Context: an optimization exercise on an open-source flow, tuned for small area and a short achievable clock period. The choices shown serve that exercise and are no tape-out recipe. Where RTL was checked, it was by simulation tests only, not by an equivalence proof against the original. No functional check of the RTL was part of run 7. Power figures rest on the tool's default switching activity, not on a simulated workload.

**flow/design.v**
```verilog
package la_isa_pkg;
   localparam int xlen = 32;
   localparam int reg_idx_w = 5;
   localparam int bru_op_w = 4;
   typedef enum logic [bru_op_w-1:0] {
      op_eqz,
      op_nez,
      op_eq,
      op_ne,
      op_lt,
      op_ge,
      op_ltu,
      op_geu,
      op_jr,
      op_bl
   } bru_op_e;
endpackage
package bru_pipe_pkg;
   localparam int xlen      = 32;
   localparam int reg_idx_w = 5;
   localparam int bru_op_w  = 4;
   localparam int num_lanes = 4;
   localparam int lane_idx_w = $clog2(num_lanes);
   typedef struct packed {
      logic                 valid;
      logic [bru_op_w-1:0]  op;
      logic [xlen-1:0]      a;
      logic [xlen-1:0]      b;
      logic [xlen-1:0]      pc;
      logic [xlen-1:0]      offset;
      logic [reg_idx_w-1:0] rd;
   } bru_uop_t;
   typedef struct packed {
      logic                 valid;
      logic                 taken;
      logic [xlen-1:0]      target;
      logic [xlen-1:0]      link_pc;
      logic                 link_wen;
      logic [reg_idx_w-1:0] rd;
   } bru_res_t;
   typedef struct packed {
      logic                 wen;
      logic [reg_idx_w-1:0] rd;
      logic [xlen-1:0]      data;
   } link_wb_t;
   typedef struct packed {
      logic                  valid;
      logic [lane_idx_w-1:0] lane;
      logic [xlen-1:0]       pc;
   } redirect_t;
   localparam int uop_w      = 1 + bru_op_w + 4*xlen + reg_idx_w;
   localparam int res_w      = 1 + 1 + 2*xlen + 1 + reg_idx_w;
   localparam int link_wb_w  = 1 + reg_idx_w + xlen;
   localparam int redirect_w = 1 + lane_idx_w + xlen;
endpackage
module bru_issue_stage (
   input  logic                                                clk,
   input  logic                                                rst_n,
   input  logic [bru_pipe_pkg::num_lanes*bru_pipe_pkg::uop_w-1:0] issue,
   output logic                                                s_found,
   output logic                                                s_link,
   output logic                                                s_jr,
   output logic [bru_pipe_pkg::lane_idx_w-1:0]                 s_lane,
   output logic [bru_pipe_pkg::xlen-1:0]                       s_a,
   output logic [bru_pipe_pkg::xlen-3:0]                       s_pc,
   output logic [bru_pipe_pkg::xlen-1:0]                       s_offset,
   output logic [bru_pipe_pkg::reg_idx_w-1:0]                  s_rd
);
   localparam int num_lanes = bru_pipe_pkg::num_lanes;
   localparam int xlen      = bru_pipe_pkg::xlen;
   localparam int reg_idx_w = bru_pipe_pkg::reg_idx_w;
   logic [num_lanes-1:0] taken;
   logic [num_lanes-1:0] is_link;
   logic [num_lanes-1:0] is_jr;
   logic [num_lanes-1:0] first;
   logic [num_lanes-1:0][xlen-1:0]      u_a;
   logic [num_lanes-1:0][xlen-3:0]      u_pc;
   logic [num_lanes-1:0][xlen-1:0]      u_offset;
   logic [num_lanes-1:0][reg_idx_w-1:0] u_rd;
   for (genvar i = 0; i < num_lanes; i++) begin : g_lane
      bru_pipe_pkg::bru_uop_t uop;
      assign uop         = issue[i*bru_pipe_pkg::uop_w +: bru_pipe_pkg::uop_w];
      assign u_a[i]      = uop.a;
      assign u_pc[i]     = uop.pc[xlen-1:2];
      assign u_offset[i] = uop.offset;
      assign u_rd[i]     = uop.rd;
      branch_unit branch_unit_i (
         .uop     (uop),
         .taken   (taken[i]),
         .is_link (is_link[i]),
         .is_jr   (is_jr[i])
      );
   end
   assign first[0] = taken[0];
   assign first[1] = taken[1] & ~taken[0];
   assign first[2] = taken[2] & ~|taken[1:0];
   assign first[3] = taken[3] & ~|taken[2:0];
   logic                  found_d;
   logic                  link_d;
   logic                  jr_d;
   logic [1:0]            lane_d;
   logic [xlen-1:0]       a_d;
   logic [xlen-3:0]       pc_d;
   logic [xlen-1:0]       offset_d;
   logic [reg_idx_w-1:0]  rd_d;
   assign found_d = |taken;
   assign lane_d  = {first[2] | first[3], first[1] | first[3]};
   always_comb begin
      link_d   = 1'b0;
      jr_d     = 1'b0;
      a_d      = '0;
      pc_d     = '0;
      offset_d = '0;
      rd_d     = '0;
      for (int i = 0; i < num_lanes; i++) begin
         link_d   = link_d   | (first[i] & is_link[i]);
         jr_d     = jr_d     | (first[i] & is_jr[i]);
         a_d      = a_d      | ({xlen{first[i]}} & u_a[i]);
         pc_d     = pc_d     | ({(xlen-2){first[i]}} & u_pc[i]);
         offset_d = offset_d | ({xlen{first[i]}} & u_offset[i]);
         rd_d     = rd_d     | ({reg_idx_w{first[i]}} & u_rd[i]);
      end
   end
   always_ff @(posedge clk) begin
      s_found  <= rst_n & found_d;
      s_link   <= rst_n & link_d;
      s_jr     <= jr_d;
      s_lane   <= lane_d;
      s_a      <= a_d;
      s_pc     <= pc_d;
      s_offset <= offset_d;
      s_rd     <= rd_d;
   end
endmodule
module branch_unit (
   input  bru_pipe_pkg::bru_uop_t uop,
   output logic                   taken,
   output logic                   is_link,
   output logic                   is_jr
);
   localparam int xlen = bru_pipe_pkg::xlen;
   logic cond_eqz;
   logic cond_eq;
   logic cond_lt;
   logic sgn;
   logic base;
   logic [xlen-1:0] lt_l0;
   logic [xlen-1:0] eq_l0;
   logic [15:0]     lt_l1;
   logic [15:0]     eq_l1;
   logic [7:0]      lt_l2;
   logic [7:0]      eq_l2;
   logic [3:0]      lt_l3;
   logic [3:0]      eq_l3;
   logic [1:0]      lt_l4;
   logic [1:0]      eq_l4;
   assign cond_eqz = ~|uop.a;
   assign sgn   = ~uop.op[1];
   assign lt_l0 = {~(uop.a[xlen-1] ^ sgn) & (uop.b[xlen-1] ^ sgn), ~uop.a[xlen-2:0] & uop.b[xlen-2:0]};
   assign eq_l0 = ~(uop.a ^ uop.b);
   always_comb begin
      for (int j = 0; j < 16; j++) begin
         lt_l1[j] = lt_l0[2*j+1] | (eq_l0[2*j+1] & lt_l0[2*j]);
         eq_l1[j] = eq_l0[2*j+1] & eq_l0[2*j];
      end
      for (int j = 0; j < 8; j++) begin
         lt_l2[j] = lt_l1[2*j+1] | (eq_l1[2*j+1] & lt_l1[2*j]);
         eq_l2[j] = eq_l1[2*j+1] & eq_l1[2*j];
      end
      for (int j = 0; j < 4; j++) begin
         lt_l3[j] = lt_l2[2*j+1] | (eq_l2[2*j+1] & lt_l2[2*j]);
         eq_l3[j] = eq_l2[2*j+1] & eq_l2[2*j];
      end
      for (int j = 0; j < 2; j++) begin
         lt_l4[j] = lt_l3[2*j+1] | (eq_l3[2*j+1] & lt_l3[2*j]);
         eq_l4[j] = eq_l3[2*j+1] & eq_l3[2*j];
      end
   end
   assign cond_lt = lt_l4[1] | (eq_l4[1] & lt_l4[0]);
   assign cond_eq = eq_l4[1] & eq_l4[0];
   assign base    = uop.op[2] ? cond_lt : (uop.op[1] ? cond_eq : cond_eqz);
   assign taken   = uop.valid & (uop.op[3] | (uop.op[0] ^ base));
   assign is_link = uop.op[3:1] == 3'b100;
   assign is_jr   = uop.op == 4'b1000;
endmodule
module bru_redirect_select (
   input  logic                                                    clk,
   input  logic                                                    rst_n,
   input  logic                                                    s_found,
   input  logic                                                    s_link,
   input  logic                                                    s_jr,
   input  logic [bru_pipe_pkg::lane_idx_w-1:0]                     s_lane,
   input  logic [bru_pipe_pkg::xlen-1:0]                           s_a,
   input  logic [bru_pipe_pkg::xlen-3:0]                           s_pc,
   input  logic [bru_pipe_pkg::xlen-1:0]                           s_offset,
   input  logic [bru_pipe_pkg::reg_idx_w-1:0]                      s_rd,
   output logic [bru_pipe_pkg::redirect_w-1:0]                        redirect,
   output logic [bru_pipe_pkg::num_lanes*bru_pipe_pkg::link_wb_w-1:0] link_wb
);
   localparam int num_lanes = bru_pipe_pkg::num_lanes;
   localparam int xlen      = bru_pipe_pkg::xlen;
   localparam int link_wb_w = bru_pipe_pkg::link_wb_w;
   logic [xlen-1:0] base;
   logic [xlen-1:0] target;
   logic [xlen-3:0] link_pc;
   logic            red_en;
   logic            link_en;
   assign base    = s_jr ? s_a : {s_pc, 2'b00};
   assign target  = base + s_offset;
   assign link_pc = s_pc + (xlen-2)'(1);
   assign red_en  = rst_n & s_found;
   assign link_en = rst_n & s_link;
   always_ff @(posedge clk) begin
      redirect <= red_en ? {1'b1, s_lane, target} : '0;
      for (int i = 0; i < num_lanes; i++) begin
         link_wb[i*link_wb_w +: link_wb_w] <= (link_en && s_lane == i)
                                              ? {1'b1, s_rd, link_pc, 2'b00} : '0;
      end
   end
endmodule
module bru_cluster (
   input  logic                                                    clk,
   input  logic                                                    rst_n,
   input  logic [bru_pipe_pkg::num_lanes*bru_pipe_pkg::uop_w-1:0]     issue,
   output logic [bru_pipe_pkg::redirect_w-1:0]                        redirect,
   output logic [bru_pipe_pkg::num_lanes*bru_pipe_pkg::link_wb_w-1:0] link_wb
);
   logic                                   s_found;
   logic                                   s_link;
   logic                                   s_jr;
   logic [bru_pipe_pkg::lane_idx_w-1:0]    s_lane;
   logic [bru_pipe_pkg::xlen-1:0]          s_a;
   logic [bru_pipe_pkg::xlen-3:0]          s_pc;
   logic [bru_pipe_pkg::xlen-1:0]          s_offset;
   logic [bru_pipe_pkg::reg_idx_w-1:0]     s_rd;
   bru_issue_stage bru_issue_stage_i (
      .clk      (clk),
      .rst_n    (rst_n),
      .issue    (issue),
      .s_found  (s_found),
      .s_link   (s_link),
      .s_jr     (s_jr),
      .s_lane   (s_lane),
      .s_a      (s_a),
      .s_pc     (s_pc),
      .s_offset (s_offset),
      .s_rd     (s_rd)
   );
   bru_redirect_select bru_redirect_select_i (
      .clk      (clk),
      .rst_n    (rst_n),
      .s_found  (s_found),
      .s_link   (s_link),
      .s_jr     (s_jr),
      .s_lane   (s_lane),
      .s_a      (s_a),
      .s_pc     (s_pc),
      .s_offset (s_offset),
      .s_rd     (s_rd),
      .redirect (redirect),
      .link_wb  (link_wb)
   );
endmodule
```
**flow/constraint.sdc**
```tcl
create_clock -name core_clock -period 5.0 [get_ports {clk}]
set_input_delay 1.0000 -clock core_clock [delete_from_list [all_inputs] [get_ports {clk}]]
set_output_delay 1.0000 -clock core_clock [all_outputs]
set_load 0.01 [all_outputs]
```
**flow/standard.sh**
```bash
#!/bin/bash
# synth_recipe.tcl (not shown) runs the flow's synth.tcl, then flattens the netlist and writes it again
# the make line also repeats each setting of config.mk as NAME=value (left out here)
make -C /OpenROAD-flow-scripts/flow DESIGN_CONFIG=/design/flow/config.mk WORK_HOME=/design/flow/orfs CLKGATE_MAP_FILE= SYNTH_SCRIPT=/design/flow/synth_recipe.tcl "${@:-finish}"
```
**flow/flow/run.sh**
```bash
#!/bin/bash
# Standard layout, with the port buffers made from the smallest buffer cell
# instead of the resizer's default pick; every tool's output goes to a log here.
bash standard.sh 'BUFFER_PORTS_ARGS=-buffer_cell sky130_fd_sc_hd__buf_1' finish > standard_run.log 2>&1
```
**flow/config.mk**
```make
export PLATFORM = sky130hd
export DESIGN_NAME = bru_cluster
export DESIGN_NICKNAME = bru_cluster
export VERILOG_FILES = /design/flow/design.v
export SDC_FILE = /design/flow/constraint.sdc
export NUM_CORES = 4
export LEC_CHECK = 0
export ABC_AREA = 1
export CAP_MARGIN = 20
export CORE_AREA = 5 5 265 265
export DIE_AREA = 0 0 270 270
export SETUP_SLACK_MARGIN = 2.0
export SLEW_MARGIN = 20
```
==> results of run 1 <==
==> per-stage QoR <==
step	instance area [um^2]	hold WS, ps
final	22200	502
after global routing	22200	518
after global placement	19800	479
after detailed placement	19800	483
after CTS	21100	496
after floorplan	16200	438
==> worst max-delay path: stages <==
cell	delay (ps)
buf_1	130
inv_2	110
ha_4	280
inv_1	50
nor2_4	110
nand3_4	130
nor2_4	140
nand2_1	70
nand3_2	90
nand2_1	70
nand2_2	70
nand3_4	100
nand2_8	150
buf_16	210
nand2_2	120
buf_8	180
o22ai_1	230
nand3b_1	200
==> worst min path at each step <==
stage,startpoint,end,depth (start not counted)
2_1_floorplan,bru_issue_stage_i.s_lane[0],bru_redirect_select_i.link_wb[37],1
5_1_grt,bru_issue_stage_i.s_lane[0],bru_redirect_select_i.link_wb[113],1
6_report,bru_issue_stage_i.s_lane[0],bru_redirect_select_i.link_wb[37],1
3_5_place_dp,bru_issue_stage_i.s_lane[0],bru_redirect_select_i.link_wb[37],1
4_1_cts,bru_issue_stage_i.s_lane[0],bru_redirect_select_i.link_wb[37],1
3_3_place_gp,bru_issue_stage_i.s_lane[0],bru_redirect_select_i.link_wb[37],1
==> final cells by class <==
type                    instances  area, um^2  share of cell area
repair inverters                4        58.8             0.00265
diodes                          4        10.0            0.000451
flip-flops and latches        283        5670               0.255
clock inverters                16         139             0.00626
clock buffers                  40         828              0.0373
well taps                     873        1090              0.0492
inverters                     297        1150              0.0517
multi-input cells            1661        9770               0.440
repair buffers                773        3480               0.157
==> cell families (layout without fill, tap and decap cells) <==
family,Yosys count,in the layout,synth area share
adder cells (fa/ha/maj),157,157,0.122
AO/OA/AOI/OAI,335,335,0.112
AND/OR/NAND/NOR,1132,1132,0.303
other,1,12,0.000232
buffers and inverters,382,1130,0.0956
multiplexers,4,4,0.00279
XOR/XNOR,25,25,0.0136
flip-flops,283,283,0.351
==> synth_stat cells (6+ instances only) <==
library cell / instances
a21o_1: 6
nand2_1: 537
nor4_1: 9
nand3_1: 211
o22ai_1: 32
nand4_1: 37
clkbuf_1: 34
inv_1: 285
inv_2: 7
buf_2: 29
nor2_1: 251
nand3b_1: 35
buf_1: 8
o21a_1: 8
o21ai_0: 71
xor2_1: 23
buf_4: 12
ha_1: 156
nor3_1: 31
dfxtp_1: 283
o21bai_1: 6
a21oi_1: 198
==> routing by layer <==
metal	routed length (um)	global-route usage	part of all wire	vias up
met2	41700	0.378	0.48	768
met5	59	0	0.00068	-
met3	5990	0.0337	0.069	124
li1	-	-	-	9014
met4	2360	0.0485	0.027	8
met1	36600	0.278	0.42	8469
==> registers in the layout, summed over array words and instances (netlist names) <==
register,flops
bru_issue_stage_i.s_lane,2
bru_issue_stage_i.s_found,1
bru_redirect_select_i.redirect,35
bru_issue_stage_i.s_jr,1
bru_issue_stage_i.s_rd,5
bru_issue_stage_i.s_link,1
bru_issue_stage_i.s_offset,32
bru_issue_stage_i.s_a,32
bru_redirect_select_i.link_wb,144
bru_issue_stage_i.s_pc,30
==> what timing repair did <==
| item | in CTS | in global routing |
|---|---|---|
| buffers inserted | 6 | 13 |
| pin swaps | 4 | 39 |
| gates resized for setup | 54 | 195 |
| endpoints found under the setup margin | 114 | 120 |
| cloned | 4 | 9 |
==> power breakdown <==
group | switching (mW) | internal [mW]
clock | 0.986 | 1.18
sequential | 0.0924 | 2.41
combinational | 1.19 | 0.628
total | 2.27 | 4.22
==> results.sh, run 1 <==
export IMPL_yosysUniqueCellTypes=47
export IMPL_clock_sinks=283
export IMPL_critPathMaxFanout=14
export IMPL_final_common_cell="buf_1"
export IMPL_io_buffers=724
export IMPL_clk_latency_ps=590
export IMPL_grt_pass1_vias=17700
export IMPL_synthToLayoutAreaGrowth_pct=37.6
export IMPL_finalMaxSlewViolations=0
export IMPL_nets=3761
export IMPL_timing_fmax_mhz=337
export IMPL_htreeDepth=1
export IMPL_worstPathRequired_ps=5510
export IMPL_dp_cells=3859
export IMPL_synth_ff_type="dfxtp_1"
export IMPL_synth_edf_count=0
export IMPL_hold_viol=0
export IMPL_die_y_um=270
export IMPL_ant_nets=0
export IMPL_p_per_area_nw_per_um2=292
export IMPL_drive_above_1_share=0.0989
export IMPL_holdBufCountCts=0
export IMPL_clk_pin_slew_worst_paths_ps=60
export IMPL_tritoncts="built"
export IMPL_maxCapViolations=0
export IMPL_syn_avg_cell_area_um2=6.96
export IMPL_tightest_slew_ps=995
export IMPL_vias=18400
export IMPL_r2r_start="bru_issue_stage_i.s_jr"
export IMPL_dieArea_um2=72900
export IMPL_synth_seq_area_share=0.351
export IMPL_clock_root_buffer="clkbuf_16"
export IMPL_start_util=0.240
export IMPL_pin_count=741
export IMPL_worst_setup_path_start_kind="input port"
export IMPL_ys_ff_latch=283
export IMPL_syn_inst=2319
export IMPL_hpwl_um=68300
export IMPL_postSynth_asyncResetShare=0
export IMPL_reg2regPathDepth=13
export IMPL_via_per_inst=4.65
export IMPL_grt_pass1_wl_um=117000
export IMPL_clock_path_buffers=3
export IMPL_critPathLaunch="issue[131]"
export IMPL_synth_area_leaders="dfxtp_1 (35%), nand2_1 (12%), ha_1 (12%), inv_1 (6.6%), nand3_1 (6.5%)"
export IMPL_grt_max_degree=69
export IMPL_crit_path_end="bru_issue_stage_i.s_a[7]"
export IMPL_status="finished clean"
export IMPL_fin_crit_ps=2960
export IMPL_critical_path_class="input port to register"
export IMPL_min_path_type="register to register"
export IMPL_wirelength_um=86700
export IMPL_worst_slack_ps=2040
export IMPL_core_area_um2=67200
export IMPL_power_mw=6.49
export IMPL_stdcell_count=3951
export IMPL_finalCritPeriodShare=0.593
export IMPL_rrSetupSlack_ps=2050
export IMPL_n_fill_cell=7432
export IMPL_maxSlewHeadroom=0.336
export IMPL_synth_top_cell_area_share=0.351
export IMPL_fin_worst_skew_ps=11.4
export IMPL_drt_first_pass_iters=5
export IMPL_antenna_found_initial=11
export IMPL_rsz0062_at_grt="yes"
export IMPL_synth_largest_area_cell="dfxtp_1"
export IMPL_arrival_ps=3470
export IMPL_mostFrequentLayoutCells="buf_1 (693), nand2_1 (525), dfxtp_1 (281), inv_1 (269), nor2_1 (230)"
export IMPL_cts_inserted_buffers=30
export IMPL_synth_cell_area_um2=16100
export IMPL_setup_violations=0
export IMPL_track_usage=0.215
export IMPL_p_leak_nw=9.84
export IMPL_fin_util=0.331
export IMPL_drtIter0Drc=1370
export IMPL_fp_row_count=95
export IMPL_post_place_ws_ps=762
export IMPL_post_drt_wl_per_cell_um=21.9
export IMPL_r2r_end="bru_redirect_select_i.redirect[21]"
export IMPL_end_kind="register"
export IMPL_setup_tns_final_ps=0
export IMPL_yosysWarnings=3
export IMPL_gp_congestion=0.943
export IMPL_drc=0
export IMPL_fp_dieW_um=270
export IMPL_vdd_ir_drop_max_mv=0.233
export IMPL_gr_total_overflow=0
==> run 2, diff against run 1 <==
--- a/flow/config.mk
+++ b/flow/config.mk
@@ -9,5 +9,5 @@
 export CAP_MARGIN = 20
 export CORE_AREA = 5 5 265 265
 export DIE_AREA = 0 0 270 270
-export SETUP_SLACK_MARGIN = 2.0
+export SETUP_SLACK_MARGIN = 1.5
 export SLEW_MARGIN = 20
==> results.sh, run 2 <==
export IMPL_status="finished clean"
export IMPL_drive_above_1_share=0.0354
export IMPL_cts_inserted_buffers=30
export IMPL_wirelength_um=82500
export IMPL_start_util=0.240
export IMPL_clock_sinks=283
export IMPL_rsz0062_at_grt="yes"
export IMPL_synthMuxAreaShare=0.00279
export IMPL_clock_path_buffers=3
export IMPL_maxSlewHeadroom=0.332
export IMPL_synth_seq_area_share=0.351
export IMPL_synth_ff_type="dfxtp_1"
export IMPL_synth_cell_area_um2=16100
export IMPL_tritoncts="built"
export IMPL_vdd_ir_drop_max_mv=0.232
export IMPL_core_area_um2=67200
export IMPL_ant_nets=0
export IMPL_synth_top_cell_area_share=0.351
export IMPL_synth_area_leaders="dfxtp_1 (35%), nand2_1 (12%), ha_1 (12%), inv_1 (6.6%), nand3_1 (6.5%)"
export IMPL_regMostFlops="bru_redirect_select_i.link_wb"
export IMPL_min_path_type="register to register"
export IMPL_final_common_cell="buf_1"
export IMPL_placed_cell_area_um2=19800
export IMPL_p_switching_mw=2.17
export IMPL_end_kind="register"
export IMPL_clk_pin_slew_worst_paths_ps=60
export IMPL_fp_row_count=95
export IMPL_switching_share=0.345
export IMPL_fin_worst_skew_ps=10.7
export IMPL_die_y_um=270
export IMPL_postSynth_asyncResetShare=0
export IMPL_via_per_inst=4.61
export IMPL_dieArea_um2=72900
export IMPL_synth_edf_count=0
export IMPL_arrival_ps=3880
export IMPL_p_per_area_nw_per_um2=301
export IMPL_yosysMostFrequentCell="nand2_1"
export IMPL_nets=3735
export IMPL_synthTopCellsByCount="nand2_1 (537), inv_1 (285), dfxtp_1 (283), nor2_1 (251), nand3_1 (211)"
export IMPL_hpwl_um=68300
export IMPL_pin_count=741
export IMPL_finalCritPeriodShare=0.674
export IMPL_grt_max_degree=102
export IMPL_mostFrequentLayoutCells="buf_1 (723), nand2_1 (537), inv_1 (285), dfxtp_1 (281), nor2_1 (251)"
export IMPL_grt_pass1_wl_um=114000
export IMPL_synth_compound_area_frac=0.112
export IMPL_syn_avg_cell_area_um2=6.96
export IMPL_timing_fmax_mhz=297
export IMPL_clkPwrFrac=0.344
export IMPL_antenna_found_initial=9
export IMPL_finalMaxSlewViolations=0
export IMPL_synth_xor_area_frac=0.0136
export IMPL_grt_pass1_vias=17500
export IMPL_worstPathRequired_ps=5510
export IMPL_synth_simple_gate_area_frac=0.303
export IMPL_maxCapViolations=0
export IMPL_htreeDepth=1
export IMPL_critPathMaxFanout=26
export IMPL_clock_root_buffer="clkbuf_16"
export IMPL_rrSetupSlack_ps=1820
export IMPL_final_area_um2=20900
export IMPL_synthAdderAreaFrac=0.122
export IMPL_synth_top_family_by_area="simple AND/OR/NAND/NOR gates"
export IMPL_clk_latency_ps=590
export IMPL_gp_congestion=0.943
export IMPL_hold_viol=0
export IMPL_fin_crit_ps=3370
export IMPL_yosysUniqueCellTypes=47
export IMPL_top_regs="bru_redirect_select_i.link_wb (144), bru_redirect_select_i.redirect (35)"
export IMPL_post_drt_wl_per_cell_um=21.0
export IMPL_setup_tns_final_ps=0
export IMPL_setup_violations=0
export IMPL_internal_power_mw=4.12
export IMPL_tightest_slew_ps=1000
export IMPL_power_frac_seq=0.397
export IMPL_holdBufCountCts=0
export IMPL_pwr_share_comb=0.259
export IMPL_gr_total_overflow=0
export IMPL_synthToLayoutAreaGrowth_pct=29.5
export IMPL_drc=0
export IMPL_io_buffers=724
export IMPL_ys_ff_latch=283
export IMPL_drtIter0Drc=1268
export IMPL_vias=18100
export IMPL_n_fill_cell=7545
export IMPL_largest_reg_flops=144
export IMPL_p_leak_nw=9.41
export IMPL_track_usage=0.208
export IMPL_drt_first_pass_iters=8
export IMPL_worst_setup_path_start_kind="input port"
export IMPL_syn_inst=2319
export IMPL_synth_largest_area_cell="dfxtp_1"
export IMPL_yosysWarnings=3
export IMPL_critical_path_class="input port to register"
export IMPL_fp_dieW_um=270
[run 2: cell type report]
cell class	instances	area, um^2	share of cell area
clock buffer	40	828	0.0396
inverter	297	1140	0.0547
timing repair buffer	750	3040	0.146
multi-input combinational	1661	8960	0.429
antenna	3	7.51	0.000359
tap	873	1090	0.0523
sequential	283	5670	0.271
clock inverter	16	139	0.00665
timing repair inverter	1	11.3	0.000539
[run 2: kinds of logic (layout without fill, tap and decap cells)]
kind of cell | after synthesis | count (layout)
compound gates | 335 | 335
xor+xnor | 25 | 25
fa+ha+maj | 157 | 157
buf+inv | 382 | 1104
flops | 283 | 283
mux | 4 | 4
other cells | 1 | 11
simple gates | 1132 | 1132
[run 2: per-stage QoR]
step,setup slack (ps),utilization,power (mW),hold slack [ps],std cells
2_1_floorplan,2030,-,3.44,438,2326
3_5_place_dp,762,0.294,4.15,483,3859
5_1_grt,1430,0.311,6.68,518,3922
6_report,1630,0.311,6.29,496,3924
4_1_cts,1530,0.309,6.35,496,3915
3_3_place_gp,787,0.294,4.14,479,3859
[run 2: critical path, stage by stage]
cell and delay (ps):
buf_1 120, inv_1 150, ha_1 330, inv_1 40, nor2_1 130, nand3_1 180
nor2_2 170, nand2_1 60, nand3_1 100, nand2_1 80, nand2_2 70, nand3_4 80
nand2_4 180, buf_16 240, nand2_1 100, buf_4 250, o22ai_1 360, nand3b_1 210
[run 2: worst paths after layout]
check | startpoint | end | cells after the start
max | issue[131] | bru_issue_stage_i.s_a[18] | 18
min | bru_issue_stage_i.s_lane[0] | bru_redirect_select_i.link_wb[37] | 1
max reg2reg | bru_issue_stage_i.s_jr | bru_redirect_select_i.redirect[21] | 12
min reg2reg | bru_issue_stage_i.s_lane[0] | bru_redirect_select_i.link_wb[37] | 1
[run 2: layer usage]
metal  part of all wire  wire (um)  track usage
met1               0.42      35000        0.266
met2               0.48      40000        0.368
met3              0.068       5600       0.0343
met4              0.022       1850       0.0454
met5            0.00056         46            0
[run 2: power by group through the flow]
stage          Clock, mW  Combinational [mW]  Sequential (mW)
2_1_floorplan          0               0.915             2.52
3_3_place_gp           0                1.59             2.55
3_5_place_dp           0                1.60             2.55
4_1_cts             2.24                1.61             2.50
5_1_grt             2.33                1.83             2.51
6_report            2.17                1.63             2.50
[run 2: timing repair]
item | CTS | global route
pin swaps | 0 | 1
buffers inserted | 0 | 3
gates resized for setup | 1 | 10
cloned | 0 | 3
setup endpoints to repair | 36 | 74
==> run 3, diff against run 2 <==
--- a/flow/config.mk
+++ b/flow/config.mk
@@ -9,5 +9,5 @@
 export CAP_MARGIN = 20
 export CORE_AREA = 5 5 265 265
 export DIE_AREA = 0 0 270 270
-export SETUP_SLACK_MARGIN = 1.5
+export SETUP_SLACK_MARGIN = 2.3
 export SLEW_MARGIN = 20
==> results.sh, run 3 <==
export IMPL_status="finished clean"
export IMPL_mostFrequentLayoutCells="buf_1 (639), nand2_1 (353), dfxtp_1 (277), nor2_1 (215), inv_1 (196)"
export IMPL_fin_crit_ps=2910
export IMPL_synthToLayoutAreaGrowth_pct=63.6
export IMPL_fin_util=0.393
export IMPL_clk_pin_slew_worst_paths_ps=70
export IMPL_synth_edf_count=0
export IMPL_pin_count=741
export IMPL_die_y_um=270
export IMPL_dieArea_um2=72900
export IMPL_regMostFlops="bru_redirect_select_i.link_wb"
export IMPL_postSynth_asyncResetShare=0
export IMPL_clock_path_buffers=3
export IMPL_tightest_slew_ps=903
export IMPL_finalCritPeriodShare=0.582
export IMPL_via_per_inst=4.75
export IMPL_gp_congestion=0.950
export IMPL_wirelength_um=95100
export IMPL_timing_fmax_mhz=344
export IMPL_htreeDepth=1
export IMPL_drt_first_pass_iters=5
export IMPL_tritoncts="built"
export IMPL_grt_max_degree=68
export IMPL_n_fill_cell=7000
export IMPL_fin_worst_skew_ps=15.9
export IMPL_post_drt_wl_per_cell_um=23.4
export IMPL_rsz0062_at_grt="yes"
export IMPL_final_common_cell="buf_1"
export IMPL_hold_viol=0
export IMPL_synthTopCellsByCount="nand2_1 (537), inv_1 (285), dfxtp_1 (283), nor2_1 (251), nand3_1 (211)"
export IMPL_syn_inst=2319
export IMPL_synth_cell_area_um2=16100
export IMPL_synth_ff_type="dfxtp_1"
export IMPL_grt_pass1_vias=18400
export IMPL_maxCapViolations=0
export IMPL_drc=0
export IMPL_seq_area_um2=5680
export IMPL_ys_ff_latch=283
export IMPL_ant_nets=0
export IMPL_synth_area_leaders="dfxtp_1 (35%), nand2_1 (12%), ha_1 (12%), inv_1 (6.6%), nand3_1 (6.5%)"
export IMPL_critPathMaxFanout=6
export IMPL_yosysWarnings=3
export IMPL_clk_latency_ps=600
export IMPL_synth_seq_area_share=0.351
export IMPL_drtIter0Drc=1347
export IMPL_min_path_type="register to register"
export IMPL_p_leak_nw=11.5
export IMPL_nets=3875
export IMPL_p_per_area_nw_per_um2=291
export IMPL_vias=19300
export IMPL_finalMaxSlewViolations=0
export IMPL_worst_setup_path_start_kind="input port"
export IMPL_end_kind="register"
export IMPL_multiInputGateArea_um2=12000
export IMPL_antenna_found_initial=10
export IMPL_yosysMostFrequentCell="nand2_1"
export IMPL_synth_largest_area_cell="dfxtp_1"
export IMPL_setup_tns_final_ps=0
export IMPL_holdBufCountCts=0
export IMPL_syn_avg_cell_area_um2=6.96
export IMPL_grt_pass1_wl_um=126000
export IMPL_synth_top_cell_area_share=0.351
export IMPL_gr_total_overflow=0
export IMPL_drive_above_1_share=0.283
export IMPL_setup_violations=0
export IMPL_top_regs="bru_redirect_select_i.link_wb (144), bru_redirect_select_i.redirect (35)"
export IMPL_critical_path_class="input port to register"
export IMPL_clock_sinks=283
export IMPL_largest_reg_flops=144
export IMPL_vdd_ir_drop_max_mv=0.281
export IMPL_io_buffers=724
export IMPL_track_usage=0.233
export IMPL_cts_inserted_buffers=31
export IMPL_core_area_um2=67200
export IMPL_fp_dieW_um=270
export IMPL_worstPathRequired_ps=5460
export IMPL_arrival_ps=3370
export IMPL_yosysUniqueCellTypes=47
export IMPL_clock_root_buffer="clkbuf_16"
export IMPL_fp_row_count=95
export IMPL_start_util=0.240
export IMPL_hpwl_um=69600
export IMPL_maxSlewHeadroom=0.397
## run 3: cell types whose count changed in the layout (fill, tap and decap cells not counted), moves of 52 or more
cell     change
buf_1       -84
ha_4        +74
nand2_4     +63
a21oi_2     +52
inv_1       -89
nand2_2    +116
a21oi_1     -66
nand2_1    -184
buf_4       +79
inv_2       +66
ha_1        -79
## run 3: worst max-delay path, stage by stage
cell and delay, ps:
buf_1 460, nor3_1 110, nor3_1 270, nand3_1 220, nor2_1 170, nand2_1 90, nand3_1 80, nand3_2 80
nand2_2 80, inv_2 50, nand2_4 100, buf_6 120, buf_16 190, clkinv_16 130, nand2_4 70, nand3b_1 110
## run 3: per-layer routing
metal / GRT usage / wire length, um / vias up
met4: 0.0848 / 4140 / 8
li1: - / - / 9274
met2: 0.403 / 45500 / 878
met3: 0.0365 / 6270 / 181
met5: 0 / 43 / -
met1: 0.295 / 39200 / 8963
## run 3: cell type report
class / instances / share of cell area
clock buffer: 37 / 0.0321
inverter: 297 / 0.0463
antenna: 3 / 0.000284
timing repair inverter: 5 / 0.00394
sequential: 283 / 0.215
tap: 873 / 0.0414
timing repair buffer: 885 / 0.195
clock inverter: 19 / 0.0124
multi-input combinational: 1661 / 0.453
## run 3: final timing paths
check | cells past startpoint | start | slack, ps | end
worst max register to register | 16 | bru_issue_stage_i.s_jr | 2220 | bru_redirect_select_i.redirect[29]
worst min-delay path | 1 | bru_issue_stage_i.s_lane[1] | 520 | bru_redirect_select_i.link_wb[37]
worst min register to register | 1 | bru_issue_stage_i.s_lane[1] | 520 | bru_redirect_select_i.link_wb[37]
worst max-delay path | 16 | issue[548] | 2090 | bru_issue_stage_i.s_a[24]
## run 3: timing repair
item                                    in CTS  in global routing
endpoints found under the hold margin        0                  0
gates resized for setup                    349                501
pin swaps                                   74                160
cloned                                      22                 11
endpoints found under the setup margin     148                157
buffers inserted                            61                 55
## run 3: stage by stage
stage / instance area, um^2 / worst slack, ps / power (mW) / hold WS [ps] / std cells
after global placement: 20300 / 773 / 4.19 / 490 / 3855
final: 26400 / 2090 / 7.67 / 521 / 4063
after detailed placement: 20300 / 739 / 4.20 / 499 / 3855
after floorplan: 16700 / 2200 / 3.48 / 438 / 2326
after global routing: 26400 / 1960 / 8.03 / 547 / 4063
after CTS: 23800 / 2120 / 7.28 / 513 / 3994
## run 3: power breakdown
part           switching (mW)  internal (mW)  total, mW  leakage [nW]
clock network            1.04           1.63       2.66         0.580
logic                    1.48           1.01       2.49          8.60
registers               0.112           2.41       2.52          2.32
total                    2.63           5.04       7.67          11.5
## run 3: kinds of logic (layout without fill, tap and decap cells)
group,after synthesis,in the layout,synth area share
buf+inv,382,1243,0.0956
other cells,1,11,0.000232
fa+ha+maj,157,157,0.122
xor+xnor,25,25,0.0136
flops,283,283,0.351
compound gates,335,335,0.112
simple gates,1132,1132,0.303
mux,4,4,0.00279
==> run 4, diff against run 3 <==
--- a/flow/config.mk
+++ b/flow/config.mk
@@ -7,7 +7,7 @@
 export LEC_CHECK = 0
 export ABC_AREA = 1
 export CAP_MARGIN = 20
-export CORE_AREA = 5 5 265 265
-export DIE_AREA = 0 0 270 270
-export SETUP_SLACK_MARGIN = 2.3
+export CORE_AREA = 5 5 251 251
+export DIE_AREA = 0 0 256 256
+export SETUP_SLACK_MARGIN = 2.0
 export SLEW_MARGIN = 20
==> results.sh, run 4 <==
export IMPL_status="finished clean"
export IMPL_syn_inst=2319
export IMPL_path_buf_inv=4
export IMPL_wirelength_um=82700
export IMPL_largest_reg_flops=144
export IMPL_synth_seq_area_share=0.351
export IMPL_min_path_type="register to register"
export IMPL_drive_above_1_share=0.0721
export IMPL_timing_fmax_mhz=335
export IMPL_clk_latency_ps=590
export IMPL_die_y_um=256
export IMPL_gp_congestion=0.961
export IMPL_hold_viol=0
export IMPL_synth_ff_type="dfxtp_1"
export IMPL_gr_total_overflow=0
export IMPL_cts_inserted_buffers=30
export IMPL_hpwl_um=67600
export IMPL_p_per_area_nw_per_um2=301
export IMPL_io_buffers=724
export IMPL_nets=3754
export IMPL_grt_pass1_vias=17400
export IMPL_worst_slack_ps=2020
export IMPL_grt_max_degree=69
export IMPL_finalCritPeriodShare=0.596
export IMPL_grt_pass1_wl_um=114000
export IMPL_tightest_slew_ps=865
export IMPL_slowest_delay_ps=290
export IMPL_yosysUniqueCellTypes=47
export IMPL_syn_avg_cell_area_um2=6.96
export IMPL_ys_ff_latch=283
export IMPL_clk_pin_slew_worst_paths_ps=70
export IMPL_dieArea_um2=65500
export IMPL_holdCritStartpoint="bru_issue_stage_i.s_pc[0]"
export IMPL_fin_crit_ps=2980
export IMPL_critPathLaunch="issue[126]"
export IMPL_postSynth_asyncResetShare=0
export IMPL_worstPathRequired_ps=5510
export IMPL_track_usage=0.232
export IMPL_htreeDepth=1
export IMPL_post_drt_wl_per_cell_um=21.5
export IMPL_antenna_found_initial=4
export IMPL_synth_largest_area_cell="dfxtp_1"
export IMPL_via_per_inst=4.73
export IMPL_regMostFlops="bru_redirect_select_i.link_wb"
export IMPL_synth_top_cell_area_share=0.351
export IMPL_crit_slowest_cell="ha_1"
export IMPL_synthTopCellsByCount="nand2_1 (537), inv_1 (285), dfxtp_1 (283), nor2_1 (251), nand3_1 (211)"
export IMPL_vias=18200
export IMPL_clock_sinks=283
export IMPL_setup_violations=0
export IMPL_maxSlewHeadroom=0.419
export IMPL_drtIter0Drc=1309
export IMPL_fp_dieW_um=256
export IMPL_core_area_um2=60100
export IMPL_top_regs="bru_redirect_select_i.link_wb (144), bru_redirect_select_i.redirect (35)"
export IMPL_crit_top_cell="nand2_1"
export IMPL_setup_tns_final_ps=0
export IMPL_drt_first_pass_iters=6
export IMPL_holdBufCountCts=0
export IMPL_clock_root_buffer="clkbuf_16"
export IMPL_mostFrequentLayoutCells="buf_1 (708), nand2_1 (531), dfxtp_1 (281), inv_1 (279), nor2_1 (235)"
export IMPL_critical_path_class="input port to register"
export IMPL_yosysMostFrequentCell="nand2_1"
export IMPL_fp_row_count=90
export IMPL_finalMaxSlewViolations=0
export IMPL_drc=0
export IMPL_end_kind="register"
export IMPL_tritoncts="built"
export IMPL_maxCapViolations=0
export IMPL_start_util=0.268
export IMPL_rsz0062_at_grt="yes"
export IMPL_arrival_ps=3490
export IMPL_synth_area_leaders="dfxtp_1 (35%), nand2_1 (12%), ha_1 (12%), inv_1 (6.6%), nand3_1 (6.5%)"
export IMPL_post_place_ws_ps=574
export IMPL_fin_worst_skew_ps=25.6
export IMPL_vdd_ir_drop_max_mv=0.230
export IMPL_synth_cell_area_um2=16100
export IMPL_final_common_cell="buf_1"
export IMPL_r2r_start="bru_issue_stage_i.s_pc[1]"
export IMPL_synthToLayoutAreaGrowth_pct=34.5
export IMPL_worst_setup_path_start_kind="input port"
export IMPL_pin_count=741
export IMPL_ant_nets=0
export IMPL_path_cells="buf_1 > inv_1 > ha_1 > nand2_1 > nor2_2 > nand3_4 > a21oi_2 > nor2_4 > nand2_1 > nand2_1 > nand2_2 > nand3_4 > nand2_8 > buf_16 > nand2_8 > buf_12 > o22ai_1 > nand3b_1"
export IMPL_synth_edf_count=0
export IMPL_p_leak_nw=9.75
export IMPL_yosysWarnings=3
export IMPL_clock_path_buffers=3
export IMPL_cp_top_family="simple AND/OR/NAND/NOR gates"
export IMPL_critPathMaxFanout=23
-- run 4: area by class of cell --
| type | count | area [um^2] |
|---|---|---|
| clock buffers | 37 | 807 |
| clock inverters | 16 | 219 |
| fillers | 6674 | 38400 |
| flip-flops and latches | 283 | 5670 |
| well taps | 782 | 978 |
| inverters | 297 | 1150 |
| repair buffers | 768 | 3420 |
| diodes | 3 | 7.51 |
| repair inverters | 2 | 50.0 |
| multi-input cells | 1661 | 9400 |
-- run 4: final timing paths --
check                                                     endpoint  slack [ps]  cells past startpoint
worst max-delay path                     bru_issue_stage_i.s_a[11]        2020                     18
worst min-delay path             bru_redirect_select_i.link_wb[40]         480                      1
worst max register to register  bru_redirect_select_i.redirect[22]        2170                     14
worst min register to register   bru_redirect_select_i.link_wb[40]         480                      1
-- run 4: where the power goes --
part           total (mW)  switching [mW]  leakage, nW  internal [mW]
logic                1.74            1.14         6.93          0.600
clock network        2.30           0.979        0.497           1.32
registers            2.50          0.0928         2.32           2.41
-- run 4: repair_timing --
| action | in CTS | in global routing |
|---|---|---|
| gates cloned | 5 | 6 |
| gates resized for setup | 55 | 119 |
| endpoints found under the hold margin | 0 | 0 |
| setup buffers | 5 | 9 |
| pin swaps | 3 | 22 |
| endpoints found under the setup margin | 116 | 123 |
-- run 4: layer usage --
metal / track usage / vias to the layer above / routed length [um]
met5: 0 / - / 0
met4: 0.0474 / 0 / 1800
met3: 0.0349 / 89 / 5280
met2: 0.414 / 765 / 40700
met1: 0.298 / 8355 / 34900
li1: - / 9004 / -
-- run 4: cells by family (layout without fill, tap and decap cells) --
family	after synthesis	in the layout	synth area share
other cells	1	11	0.000232
fa+ha+maj	157	157	0.122
compound gates	335	335	0.112
buf+inv	382	1120	0.0956
simple gates	1132	1132	0.303
xor+xnor	25	25	0.0136
flops	283	283	0.351
mux	4	4	0.00279
-- run 4: stage by stage --
stage | hold slack [ps] | utilization | area, um^2 | instances | power (mW)
2_1_floorplan | 438 | - | 16200 | 2326 | 3.44
3_3_place_gp | 478 | 0.327 | 19600 | 3768 | 4.13
3_5_place_dp | 482 | 0.327 | 19600 | 3768 | 4.13
4_1_cts | 495 | 0.349 | 21000 | 3831 | 6.51
5_1_grt | 519 | 0.361 | 21700 | 3848 | 6.90
6_report | 485 | 0.361 | 21700 | 3849 | 6.54
==> run 5, diff against run 4 <==
==> flow/run.sh (new file) <==
#!/bin/bash
# synth_recipe.tcl (not shown) runs the flow's synth.tcl, then flattens the netlist and writes it again
# the make line also repeats each setting of config.mk as NAME=value (left out here)
make -C /OpenROAD-flow-scripts/flow DESIGN_CONFIG=/design/flow/config.mk WORK_HOME=/design/flow/orfs CLKGATE_MAP_FILE= SYNTH_SCRIPT=/design/flow/synth_recipe.tcl finish
--- a/flow/config.mk
+++ b/flow/config.mk
@@ -7,7 +7,7 @@
 export LEC_CHECK = 0
 export ABC_AREA = 1
 export CAP_MARGIN = 20
-export CORE_AREA = 5 5 251 251
-export DIE_AREA = 0 0 256 256
-export SETUP_SLACK_MARGIN = 2.0
+export CORE_AREA = 5 5 265 265
+export DIE_AREA = 0 0 270 270
+export SETUP_SLACK_MARGIN = 2.5
 export SLEW_MARGIN = 20
removed: flow/flow/run.sh
removed: flow/standard.sh
==> results.sh, run 5 <==
export IMPL_hold_viol=0
export IMPL_start_util=0.240
export IMPL_end_kind="register"
export IMPL_critPathLaunch="issue[536]"
export IMPL_drt_first_pass_iters=5
export IMPL_core_area_um2=67200
export IMPL_tightest_slew_ps=869
export IMPL_hpwl_um=72400
export IMPL_gp_congestion=0.936
export IMPL_drive_above_1_share=0.427
export IMPL_top_regs="bru_redirect_select_i.link_wb (144), bru_redirect_select_i.redirect (35)"
export IMPL_yosysMostFrequentCell="nand2_1"
export IMPL_yosysWarnings=3
export IMPL_whs_endpoint="bru_redirect_select_i.link_wb[113]"
export IMPL_nets=3972
export IMPL_vdd_ir_drop_max_mv=0.246
export IMPL_clk_pin_slew_worst_paths_ps=60
export IMPL_syn_avg_cell_area_um2=6.96
export IMPL_setup_violations=0
export IMPL_gr_total_overflow=0
export IMPL_crit_top_cell="nand2_1"
export IMPL_worst_setup_path_start_kind="input port"
export IMPL_clock_root_buffer="clkbuf_16"
export IMPL_p_per_area_nw_per_um2=246
export IMPL_drtIter0Drc=1207
export IMPL_holdBufCountCts=0
export IMPL_synth_ff_type="dfxtp_1"
export IMPL_path_cells="buf_6 > inv_2 > nand4_1 > nor2_1 > nand3_1 > nor2_1 > nand2_1 > nand3b_1 > nand2_1 > nand2_1 > nand3_2 > nand2_2 > inv_2 > nand2_4 > clkinv_8 > buf_6 > buf_12 > buf_12 > buf_16 > nand2_2 > nand2_1"
export IMPL_clock_path_buffers=3
export IMPL_finalCritPeriodShare=0.598
export IMPL_syn_inst=2319
export IMPL_track_usage=0.265
export IMPL_postSynth_asyncResetShare=0
export IMPL_stdcell_count=4178
export IMPL_drc=0
export IMPL_dieArea_um2=72900
export IMPL_tritoncts="built"
export IMPL_synth_area_leaders="dfxtp_1 (35%), nand2_1 (12%), ha_1 (12%), inv_1 (6.6%), nand3_1 (6.5%)"
export IMPL_post_drt_wl_per_cell_um=25.2
export IMPL_grt_max_degree=45
export IMPL_critPathMaxFanout=8
export IMPL_rsz0062_at_grt="yes"
export IMPL_cts_inserted_buffers=31
export IMPL_crit_slowest_cell="nand4_1"
export IMPL_synth_largest_area_cell="dfxtp_1"
export IMPL_grt_pass1_vias=20200
export IMPL_rrSetupSlack_ps=2290
export IMPL_synth_top_cell_area_share=0.351
export IMPL_via_per_inst=4.85
export IMPL_critical_path_class="input port to register"
export IMPL_status="finished clean"
export IMPL_synthToLayoutAreaGrowth_pct=105
export IMPL_dp_cells=3858
export IMPL_ant_nets=0
export IMPL_fp_dieW_um=270
export IMPL_worstPathRequired_ps=5480
export IMPL_fin_crit_ps=2990
export IMPL_timing_fmax_mhz=335
export IMPL_synth_edf_count=0
export IMPL_final_common_cell="clkdlybuf4s50_1"
export IMPL_slowest_delay_ps=370
export IMPL_ys_ff_latch=283
export IMPL_holdCritStartpoint="bru_issue_stage_i.s_lane[0]"
export IMPL_arrival_ps=3460
export IMPL_mostFrequentLayoutCells="clkdlybuf4s50_1 (386), nand2_1 (292), dfxtp_1 (278), nor2_1 (209), nand2_2 (170)"
export IMPL_regMostFlops="bru_redirect_select_i.link_wb"
export IMPL_min_path_type="register to register"
export IMPL_largest_reg_flops=144
export IMPL_r2r_end="bru_redirect_select_i.redirect[30]"
export IMPL_fin_worst_skew_ps=12.4
export IMPL_synth_seq_area_share=0.351
export IMPL_p_leak_nw=14.7
export IMPL_clock_sinks=283
export IMPL_wirelength_um=105000
export IMPL_yosysUniqueCellTypes=47
export IMPL_r2r_start="bru_issue_stage_i.s_jr"
export IMPL_maxCapViolations=0
export IMPL_htreeDepth=1
export IMPL_maxSlewHeadroom=0.414
export IMPL_vias=20300
export IMPL_setup_tns_final_ps=0
export IMPL_die_y_um=270
export IMPL_io_buffers=724
export IMPL_fp_row_count=95
export IMPL_finalMaxSlewViolations=0
export IMPL_synth_cell_area_um2=16100
export IMPL_reg2regPathDepth=16
export IMPL_clk_latency_ps=590
export IMPL_pin_count=741
export IMPL_grt_pass1_wl_um=142000
export IMPL_synthTopCellsByCount="nand2_1 (537), inv_1 (285), dfxtp_1 (283), nor2_1 (251), nand3_1 (211)"
export IMPL_antenna_found_initial=33
export IMPL_holdPathStages=1
-- run 5: cell counts after synthesis --
No cell type changed its count.
-- run 5: per-layer routing --
metal	vias to the layer above	share of wire	GRT usage
met4	12	0.042	0.0985
met3	241	0.073	0.0527
met2	937	0.49	0.460
met5	-	0.00097	0
met1	9598	0.40	0.324
li1	9490	-	-
-- run 5: layout make-up --
cell class                      instances  area, um^2
Antenna cell                           19        47.5
Clock buffer                           40         850
Clock inverter                         18         191
Fill cell                            6315       34100
Inverter                              297        1270
Multi-Input combinational cell       1661       13700
Sequential cell                       283        5680
Tap cell                              873        1090
Timing Repair Buffer                  985       10200
Timing Repair inverter                  2        37.5
-- run 5: worst max-delay path, delay by kind of cell --
family / cells / cell delay, ps
buffers and inverters: 8 / 830
and+or+nand+nor: 13 / 1590
-- run 5: repair_timing --
| item | CTS | global route |
|---|---|---|
| resized for setup | 1635 | 573 |
| setup buffers | 147 | 49 |
| gates cloned | 44 | 3 |
| pin swaps | 356 | 269 |
| setup endpoints to repair | 243 | 190 |
-- run 5: stage by stage --
stage | hold slack [ps] | cell area (um^2) | total power, mW | utilization | setup WS, ps
detailed placement | 496 | 24800 | 4.52 | 0.369 | 529
finish | 519 | 33000 | 8.13 | 0.492 | 2010
global route | 542 | 33000 | 8.48 | 0.492 | 1930
global placement | 497 | 24800 | 4.51 | 0.369 | 588
CTS | 504 | 30600 | 7.64 | 0.455 | 2100
floorplan | 438 | 16700 | 3.48 | - | 2200
-- run 5: how the worst max path moves through the flow --
stage                                      to  slack, ps  depth (start not counted)
6_report       bru_issue_stage_i.s_offset[20]       2010                         21
5_1_grt             bru_issue_stage_i.s_a[10]       1930                         24
4_1_cts             bru_issue_stage_i.s_pc[4]       2100                         22
3_5_place_dp        bru_issue_stage_i.s_a[16]        530                         18
3_3_place_gp        bru_issue_stage_i.s_a[15]        590                         18
2_1_floorplan      bru_issue_stage_i.s_pc[20]       2200                         19
-- run 5: cell families after synthesis --
logic type	Yosys count	synth area share
compound gates	335	0.112
fa+ha+maj	157	0.122
flops	283	0.351
mux	4	0.00279
xor+xnor	25	0.0136
buf+inv	382	0.0956
other cells	1	0.000232
simple gates	1132	0.303
-- run 5: where the power goes --
| group | switching [mW] | total (mW) | internal, mW |
|---|---|---|---|
| clock network | 1.01 | 2.34 | 1.32 |
| logic | 1.73 | 3.27 | 1.54 |
| registers | 0.115 | 2.52 | 2.41 |
| total | 2.86 | 8.13 | 5.26 |
==> run 6, diff against run 5 <==
==> flow/flow/run.sh (new file) <==
#!/bin/bash
# Standard layout, with the port buffers made from the smallest buffer cell
# instead of the resizer's default pick, and downsizing of gates off the
# critical paths after global routing; every tool's output goes to a log here.
bash standard.sh 'BUFFER_PORTS_ARGS=-buffer_cell sky130_fd_sc_hd__buf_1' RECOVER_POWER=100 finish > standard_run.log 2>&1
==> flow/standard.sh (new file) <==
#!/bin/bash
# synth_recipe.tcl (not shown) runs the flow's synth.tcl, then flattens the netlist and writes it again
# the make line also repeats each setting of config.mk as NAME=value (left out here)
make -C /OpenROAD-flow-scripts/flow DESIGN_CONFIG=/design/flow/config.mk WORK_HOME=/design/flow/orfs CLKGATE_MAP_FILE= SYNTH_SCRIPT=/design/flow/synth_recipe.tcl "${@:-finish}"
--- a/flow/config.mk
+++ b/flow/config.mk
@@ -9,5 +9,5 @@
 export CAP_MARGIN = 20
 export CORE_AREA = 5 5 265 265
 export DIE_AREA = 0 0 270 270
-export SETUP_SLACK_MARGIN = 2.5
+export SETUP_SLACK_MARGIN = 2.0
 export SLEW_MARGIN = 20
removed: flow/run.sh
==> results.sh, run 6 <==
export IMPL_drc=0
export IMPL_arrival_ps=4260
export IMPL_drt_first_pass_iters=7
export IMPL_rsz0062_at_grt="yes"
export IMPL_synth_area_leaders="dfxtp_1 (35%), nand2_1 (12%), ha_1 (12%), inv_1 (6.6%), nand3_1 (6.5%)"
export IMPL_clk_latency_ps=590
export IMPL_p_leak_nw=9.78
export IMPL_clock_path_buffers=3
export IMPL_io_buffers=724
export IMPL_synth_cell_area_um2=16100
export IMPL_cp_top_family="simple AND/OR/NAND/NOR gates"
export IMPL_synthToLayoutAreaGrowth_pct=36.5
export IMPL_postSynth_asyncResetShare=0
export IMPL_fin_worst_skew_ps=11.1
export IMPL_setup_tns_final_ps=0
export IMPL_fp_row_count=95
export IMPL_critPathMaxFanout=6
export IMPL_final_common_cell="buf_1"
export IMPL_track_usage=0.215
export IMPL_post_drt_wl_per_cell_um=22.0
export IMPL_placed_cell_area_um2=19800
export IMPL_crit_top_cell="nand2_1"
export IMPL_worstPathRequired_ps=5500
export IMPL_maxSlewHeadroom=-0.371
export IMPL_hold_viol=0
export IMPL_antenna_found_initial=11
export IMPL_yosysWarnings=3
export IMPL_syn_avg_cell_area_um2=6.96
export IMPL_drive_above_1_share=0.0869
export IMPL_path_buf_inv=4
export IMPL_cts_inserted_buffers=30
export IMPL_hpwl_um=68300
export IMPL_yosysMostFrequentCell="nand2_1"
export IMPL_violations="max-capacitance violations, max-slew violations"
export IMPL_end_kind="register"
export IMPL_status="finished with violations"
export IMPL_fp_dieW_um=270
export IMPL_whs_ps=501
export IMPL_worst_setup_path_start_kind="input port"
export IMPL_mostFrequentLayoutCells="buf_1 (693), nand2_1 (531), dfxtp_1 (283), inv_1 (271), nor2_1 (231)"
export IMPL_synthTopCellsByCount="nand2_1 (537), inv_1 (285), dfxtp_1 (283), nor2_1 (251), nand3_1 (211)"
export IMPL_dieArea_um2=72900
export IMPL_gr_total_overflow=0
export IMPL_grt_pass1_wl_um=117000
export IMPL_synth_top_cell_area_share=0.351
export IMPL_finalCritPeriodShare=0.751
export IMPL_vdd_ir_drop_max_mv=0.233
export IMPL_min_path_type="register to register"
export IMPL_slowest_delay_ps=410
export IMPL_setup_violations=0
export IMPL_tightest_slew_ps=2060
export IMPL_via_per_inst=4.67
export IMPL_clock_root_buffer="clkbuf_16"
export IMPL_pin_count=741
export IMPL_p_per_area_nw_per_um2=293
export IMPL_fin_crit_ps=3760
export IMPL_syn_inst=2319
export IMPL_grt_pass1_vias=17700
export IMPL_wirelength_um=86800
export IMPL_top_regs="bru_redirect_select_i.link_wb (144), bru_redirect_select_i.redirect (35)"
export IMPL_core_area_um2=67200
export IMPL_critical_path_class="input port to register"
export IMPL_synth_largest_area_cell="dfxtp_1"
export IMPL_gp_congestion=0.943
export IMPL_crit_slowest_cell="nor2_1"
export IMPL_maxCapViolations=3
export IMPL_finalMaxSlewViolations=108
export IMPL_synth_edf_count=0
export IMPL_holdBufCountCts=0
export IMPL_drtIter0Drc=1287
export IMPL_path_cells="buf_1 > inv_1 > ha_1 > nand2_1 > nor2_2 > nand2_1 > nand2_2 > nand2_1 > nand2_1 > nand2_1 > nand2_1 > nand2_1 > nand2_1 > nand3_4 > nand2_1 > nand2_1 > nor2_1 > nand2_8 > clkinv_16 > clkbuf_1 > nand2_1 > nand3b_1"
export IMPL_regMostFlops="bru_redirect_select_i.link_wb"
export IMPL_nets=3761
export IMPL_final_area_um2=22000
export IMPL_grt_max_degree=69
export IMPL_ys_ff_latch=283
export IMPL_largest_reg_flops=144
export IMPL_die_y_um=270
export IMPL_ant_nets=0
export IMPL_start_util=0.240
export IMPL_synth_seq_area_share=0.351
export IMPL_power_mw=6.46
export IMPL_timing_fmax_mhz=266
export IMPL_vias=18400
export IMPL_clock_sinks=283
export IMPL_htreeDepth=1
export IMPL_tritoncts="built"
export IMPL_yosysUniqueCellTypes=47
export IMPL_clk_pin_slew_worst_paths_ps=60
export IMPL_synth_ff_type="dfxtp_1"
run 6: worst paths after layout:
check	startpoint	to	slack (ps)	depth (start not counted)
max	issue[108]	bru_issue_stage_i.s_a[10]	1240	22
min	bru_issue_stage_i.s_lane[0]	bru_redirect_select_i.link_wb[37]	500	1
max reg2reg	bru_issue_stage_i.s_jr	bru_redirect_select_i.redirect[21]	1310	13
min reg2reg	bru_issue_stage_i.s_lane[0]	bru_redirect_select_i.link_wb[37]	500	1
run 6: area by class of cell:
class	count	area, um^2
Multi-Input combinational cell	1661	9630
Inverter	297	1150
Clock buffer	40	828
Tap cell	873	1090
Antenna cell	3	7.51
Sequential cell	283	5670
Timing Repair inverter	4	58.8
Timing Repair Buffer	773	3450
Fill cell	7458	45100
Clock inverter	16	139
run 6: power by group:
group | internal (mW) | switching, mW | total (mW)
registers | 2.41 | 0.0931 | 2.50
logic | 0.614 | 1.18 | 1.79
clock network | 1.18 | 0.986 | 2.17
run 6: worst register-to-register path, stage by stage (launching register included):
cell	delay (ps)
dfxtp_1	610
clkbuf_1	530
nand2_1	110
o21ai_0	180
ha_1	370
a21oi_1	250
nand2_1	120
nand2_1	70
o211ai_1	170
a21boi_0	350
o21ai_0	240
a21boi_1	240
o21ai_0	90
a21oi_1	260
run 6: per-stage QoR:
| step | utilization | setup WS [ps] | std cells |
|---|---|---|---|
| floorplan | - | 2030 | 2326 |
| global placement | 0.294 | 787 | 3859 |
| detailed placement | 0.294 | 762 | 3859 |
| CTS | 0.315 | 1970 | 3925 |
| global route | 0.328 | 995 | 3949 |
| finish | 0.328 | 1240 | 3950 |
run 6: what timing repair did:
| item | in CTS | in global routing |
|---|---|---|
| gates cloned | 4 | 9 |
| setup buffers | 6 | 13 |
| pin swaps | 4 | 39 |
| endpoints found under the setup margin | 114 | 120 |
| endpoints found under the hold margin | 0 | 0 |
| gates resized for setup | 54 | 195 |
run 6: logic make-up after synthesis:
kind of cell    share of synthesized area
compound gates                      0.112
mux                               0.00279
xor+xnor                           0.0136
buf+inv                            0.0956
other cells                      0.000232
simple gates                        0.303
fa+ha+maj                           0.122
flops                               0.351
run 6: metal layers:
metal / wire, um / vias up / GRT usage
li1: - / 9012 / -
met3: 5970 / 119 / 0.0337
met4: 2170 / 8 / 0.0485
met1: 36700 / 8509 / 0.278
met2: 41900 / 782 / 0.378
met5: 59 / - / 0
==> run 7, diff against run 6 <==
--- a/flow/design.v
+++ b/flow/design.v
@@ -144,40 +144,10 @@
    logic cond_lt;
    logic sgn;
    logic base;
-   logic [xlen-1:0] lt_l0;
-   logic [xlen-1:0] eq_l0;
-   logic [15:0]     lt_l1;
-   logic [15:0]     eq_l1;
-   logic [7:0]      lt_l2;
-   logic [7:0]      eq_l2;
-   logic [3:0]      lt_l3;
-   logic [3:0]      eq_l3;
-   logic [1:0]      lt_l4;
-   logic [1:0]      eq_l4;
    assign cond_eqz = ~|uop.a;
-   assign sgn   = ~uop.op[1];
-   assign lt_l0 = {~(uop.a[xlen-1] ^ sgn) & (uop.b[xlen-1] ^ sgn), ~uop.a[xlen-2:0] & uop.b[xlen-2:0]};
-   assign eq_l0 = ~(uop.a ^ uop.b);
-   always_comb begin
-      for (int j = 0; j < 16; j++) begin
-         lt_l1[j] = lt_l0[2*j+1] | (eq_l0[2*j+1] & lt_l0[2*j]);
-         eq_l1[j] = eq_l0[2*j+1] & eq_l0[2*j];
-      end
-      for (int j = 0; j < 8; j++) begin
-         lt_l2[j] = lt_l1[2*j+1] | (eq_l1[2*j+1] & lt_l1[2*j]);
-         eq_l2[j] = eq_l1[2*j+1] & eq_l1[2*j];
-      end
-      for (int j = 0; j < 4; j++) begin
-         lt_l3[j] = lt_l2[2*j+1] | (eq_l2[2*j+1] & lt_l2[2*j]);
-         eq_l3[j] = eq_l2[2*j+1] & eq_l2[2*j];
-      end
-      for (int j = 0; j < 2; j++) begin
-         lt_l4[j] = lt_l3[2*j+1] | (eq_l3[2*j+1] & lt_l3[2*j]);
-         eq_l4[j] = eq_l3[2*j+1] & eq_l3[2*j];
-      end
-   end
-   assign cond_lt = lt_l4[1] | (eq_l4[1] & lt_l4[0]);
-   assign cond_eq = eq_l4[1] & eq_l4[0];
+   assign cond_eq  = (uop.a == uop.b);
+   assign sgn     = ~uop.op[1];
+   assign cond_lt = {uop.a[xlen-1] ^ sgn, uop.a[xlen-2:0]} < {uop.b[xlen-1] ^ sgn, uop.b[xlen-2:0]};
    assign base    = uop.op[2] ? cond_lt : (uop.op[1] ? cond_eq : cond_eqz);
    assign taken   = uop.valid & (uop.op[3] | (uop.op[0] ^ base));
    assign is_link = uop.op[3:1] == 3'b100;
==> flow/run.sh (new file) <==
#!/bin/bash
# synth_recipe.tcl (not shown) runs the flow's synth.tcl, then flattens the netlist and writes it again
# the make line also repeats each setting of config.mk as NAME=value (left out here)
make -C /OpenROAD-flow-scripts/flow DESIGN_CONFIG=/design/flow/config.mk WORK_HOME=/design/flow/orfs CLKGATE_MAP_FILE= SYNTH_SCRIPT=/design/flow/synth_recipe.tcl finish
--- a/flow/config.mk
+++ b/flow/config.mk
@@ -5,9 +5,8 @@
 export SDC_FILE = /design/flow/constraint.sdc
 export NUM_CORES = 4
 export LEC_CHECK = 0
-export ABC_AREA = 1
 export CAP_MARGIN = 20
 export CORE_AREA = 5 5 265 265
 export DIE_AREA = 0 0 270 270
-export SETUP_SLACK_MARGIN = 2.0
+export SETUP_SLACK_MARGIN = 2.5
 export SLEW_MARGIN = 20
removed: flow/flow/run.sh
removed: flow/standard.sh
==> results.sh, run 7 <==
export IMPL_status="finished clean"
export IMPL_pwr_share_comb=0.356
export IMPL_fin_worst_skew_ps=20.6
export IMPL_ant_nets=0
export IMPL_io_buffers=724
export IMPL_largest_reg_flops=144
export IMPL_min_path_type="register to register"
export IMPL_finalMaxSlewViolations=0
export IMPL_clock_sinks=283
export IMPL_start_util=0.229
export IMPL_ys_ff_latch=283
export IMPL_end_kind="register"
export IMPL_syn_avg_cell_area_um2=8.50
export IMPL_final_area_um2=29900
export IMPL_power_mw=8.14
export IMPL_clkPwrFrac=0.325
export IMPL_grt_pass1_wl_um=129000
export IMPL_crit_slowest_cell="or4b_4"
export IMPL_synth_ff_type="dfxtp_1"
export IMPL_hold_viol=0
export IMPL_clk_pin_slew_worst_paths_ps=60
export IMPL_cts_inserted_buffers=34
export IMPL_post_place_ws_ps=236
export IMPL_regMostFlops="bru_redirect_select_i.link_wb"
export IMPL_grt_pass1_vias=18900
export IMPL_grt_max_degree=61
export IMPL_critPathMaxFanout=5
export IMPL_vdd_ir_drop_max_mv=0.184
export IMPL_n_fill_cell=6278
export IMPL_drc=0
export IMPL_whs_ps=491
export IMPL_top_regs="bru_redirect_select_i.link_wb (144), bru_redirect_select_i.redirect (35)"
export IMPL_hpwl_um=68400
export IMPL_clk_latency_ps=540
export IMPL_crit_top_cell="buf_12"
export IMPL_synth_edf_count=0
export IMPL_path_buf_inv=5
export IMPL_wirelength_um=94700
export IMPL_pin_count=741
export IMPL_p_leak_nw=11.8
export IMPL_worst_setup_path_start_kind="input port"
export IMPL_tightest_slew_ps=730
export IMPL_core_area_um2=67200
export IMPL_yosysMostFrequentCell="dfxtp_1"
export IMPL_drt_first_pass_iters=5
export IMPL_die_y_um=270
export IMPL_clock_root_buffer="clkbuf_16"
export IMPL_final_common_cell="clkdlybuf4s50_1"
export IMPL_drtIter0Drc=1140
export IMPL_htreeDepth=2
export IMPL_fin_crit_ps=3550
export IMPL_track_usage=0.237
export IMPL_p_per_area_nw_per_um2=273
export IMPL_dp_cells=3348
export IMPL_setup_violations=0
export IMPL_slowest_delay_ps=550
export IMPL_placed_cell_area_um2=24100
export IMPL_via_per_inst=5.04
export IMPL_synth_seq_area_share=0.369
export IMPL_synth_area_leaders="dfxtp_1 (37%), ha_1 (13%), nor2_1 (4.5%), a221o_1 (4.4%), a21oi_1 (4.2%)"
export IMPL_synth_top_cell_area_share=0.369
export IMPL_nets=3376
export IMPL_fin_util=0.445
export IMPL_dieArea_um2=72900
export IMPL_path_cells="clkdlybuf4s15_2 > xor2_1 > ha_1 > o2111ai_2 > a21oi_2 > or3b_4 > or4b_4 > nand3_4 > nor4_4 > buf_4 > buf_12 > buf_12 > buf_12 > a22oi_2 > o21ai_1"
export IMPL_clock_path_buffers=3
export IMPL_power_frac_seq=0.319
export IMPL_vias=18000
export IMPL_maxSlewHeadroom=0.511
export IMPL_syn_inst=1806
export IMPL_cp_top_family="simple AND/OR/NAND/NOR gates"
export IMPL_synth_cell_area_um2=15400
export IMPL_switching_share=0.322
export IMPL_post_drt_wl_per_cell_um=26.5
export IMPL_timing_fmax_mhz=281
export IMPL_yosysWarnings=2
export IMPL_critical_path_class="input port to register"
export IMPL_setup_tns_final_ps=0
export IMPL_maxCapViolations=0
export IMPL_gr_total_overflow=0
export IMPL_antenna_found_initial=21
export IMPL_finalCritPeriodShare=0.711
export IMPL_stdcell_count=3573
export IMPL_rsz0062_at_grt="yes"
export IMPL_drive_above_1_share=0.319
export IMPL_mostFrequentLayoutCells="clkdlybuf4s50_1 (466), dfxtp_1 (275), nor2_1 (178), dlygate4sd2_1 (118)"
export IMPL_synth_largest_area_cell="dfxtp_1"
export IMPL_fp_dieW_um=270
export IMPL_postSynth_asyncResetShare=0
export IMPL_internal_power_mw=5.52
export IMPL_arrival_ps=3950
export IMPL_worst_slack_ps=1450
export IMPL_holdBufCountCts=0
export IMPL_fp_row_count=95
export IMPL_gp_congestion=0.955
export IMPL_p_switching_mw=2.62
export IMPL_worstPathRequired_ps=5400
export IMPL_synthToLayoutAreaGrowth_pct=94.4
export IMPL_yosysUniqueCellTypes=65
export IMPL_tritoncts="built"
export IMPL_synthTopCellsByCount="dfxtp_1 (283), nor2_1 (186), ha_1 (160), inv_1 (146), nand2_1 (131)"
[run 7: cell types whose count changed after synthesis, moves of 22 or more]
cell / delta
a21oi_1: -70
a221o_1: +68
a22oi_1: +66
and3_1: +22
inv_1: -139
mux2_2: +25
nand2_1: -406
nand3_1: -107
nand3b_1: -34
nor2_1: -65
nor4_1: +31
o22ai_1: -32
xnor2_1: +23
[run 7: logic make-up after synthesis]
family,Yosys count,share of synthesized area
fa+ha+maj,161,0.132
simple gates,599,0.184
other cells,1,0.000244
xor+xnor,61,0.0348
buf+inv,237,0.0635
compound gates,432,0.194
mux,32,0.0232
flops,283,0.369
[run 7: power groups by stage]
stage	clock, mW	sequential (mW)	combinational [mW]
3_3_place_gp	0	2.64	2.07
5_1_grt	2.80	2.61	3.08
4_1_cts	2.71	2.59	2.66
6_report	2.64	2.59	2.90
3_5_place_dp	0	2.64	2.10
2_1_floorplan	0	2.56	1.10
[run 7: per-layer routing]
metal,global-route usage,share of wire,up-vias
li1,-,-,8225
met1,0.277,0.39,8663
met2,0.432,0.50,910
met3,0.0517,0.074,194
met4,0.0738,0.038,6
met5,0,0.00048,-
[run 7: worst paths after layout]
kind | from | to | slack, ps | depth (start not counted)
worst max-delay path | issue[514] | bru_issue_stage_i.s_a[13] | 1450 | 15
worst min-delay path | bru_issue_stage_i.s_rd[4] | bru_redirect_select_i.link_wb[36] | 490 | 1
worst max register to register | bru_issue_stage_i.s_jr | bru_redirect_select_i.redirect[28] | 1850 | 15
worst min register to register | bru_issue_stage_i.s_rd[4] | bru_redirect_select_i.link_wb[36] | 490 | 1
[run 7: worst reg2reg max path: stages, from the launching register on]
cell	delay [ps]
dfxtp_4	370
buf_12	130
and2_4	150
ha_4	130
inv_2	30
fa_2	360
nor2b_4	140
o21ai_2	70
a2111o_1	470
buf_6	150
a21oi_4	220
o21ai_4	110
a21oi_4	200
o21ai_4	90
a2111o_1	370
o21ai_1	90
[run 7: area by class of cell]
class                   instances  area (um^2)  area share
well taps                     873         1090      0.0366
repair buffers                903         9450       0.317
multi-input cells            1293        11800       0.396
flip-flops and latches        283         5680       0.190
clock buffers                  44          958      0.0321
clock inverters                18          248     0.00830
diodes                         13         32.5     0.00109
inverters                     146          563      0.0189
[run 7: what timing repair did]
action / in CTS / in global routing
resized for setup: 989 / 237
pin swaps: 250 / 117
setup buffers: 81 / 34
setup endpoints to repair: 175 / 148
gates cloned: 24 / 11

## static timing again, ports no longer ideal
No port has a modelled driver above. Below, the same layouts with a new extraction and two added sets of constraints. Step 1, drivers: a clkbuf_16 drives clk and a buf_2 each remaining input, both assumed. Step 2 also shifts input and output timing later by t, the mid clock arrival at the registers, as if the neighbouring blocks saw the same clock. Three values: no drivers, after step 1, after step 2; two values: the first two.
run | shift t [ns] | setup WS [ns]
run 1 | 0.639 | 2.035 / 2.049 / 1.423
run 2 | 0.637 | 1.632 / 1.658 / 1.021
run 3 | 0.655 | 2.092 / 2.097 / 1.442
run 4 | 0.631 | 2.019 / 2.051 / 1.421
run 5 | 0.645 | 2.011 / 1.979 / 1.333
run 6 | 0.637 | 1.243 / 1.271 / 0.634
run 7 | 0.583 | 1.447 / 1.433 / 0.850
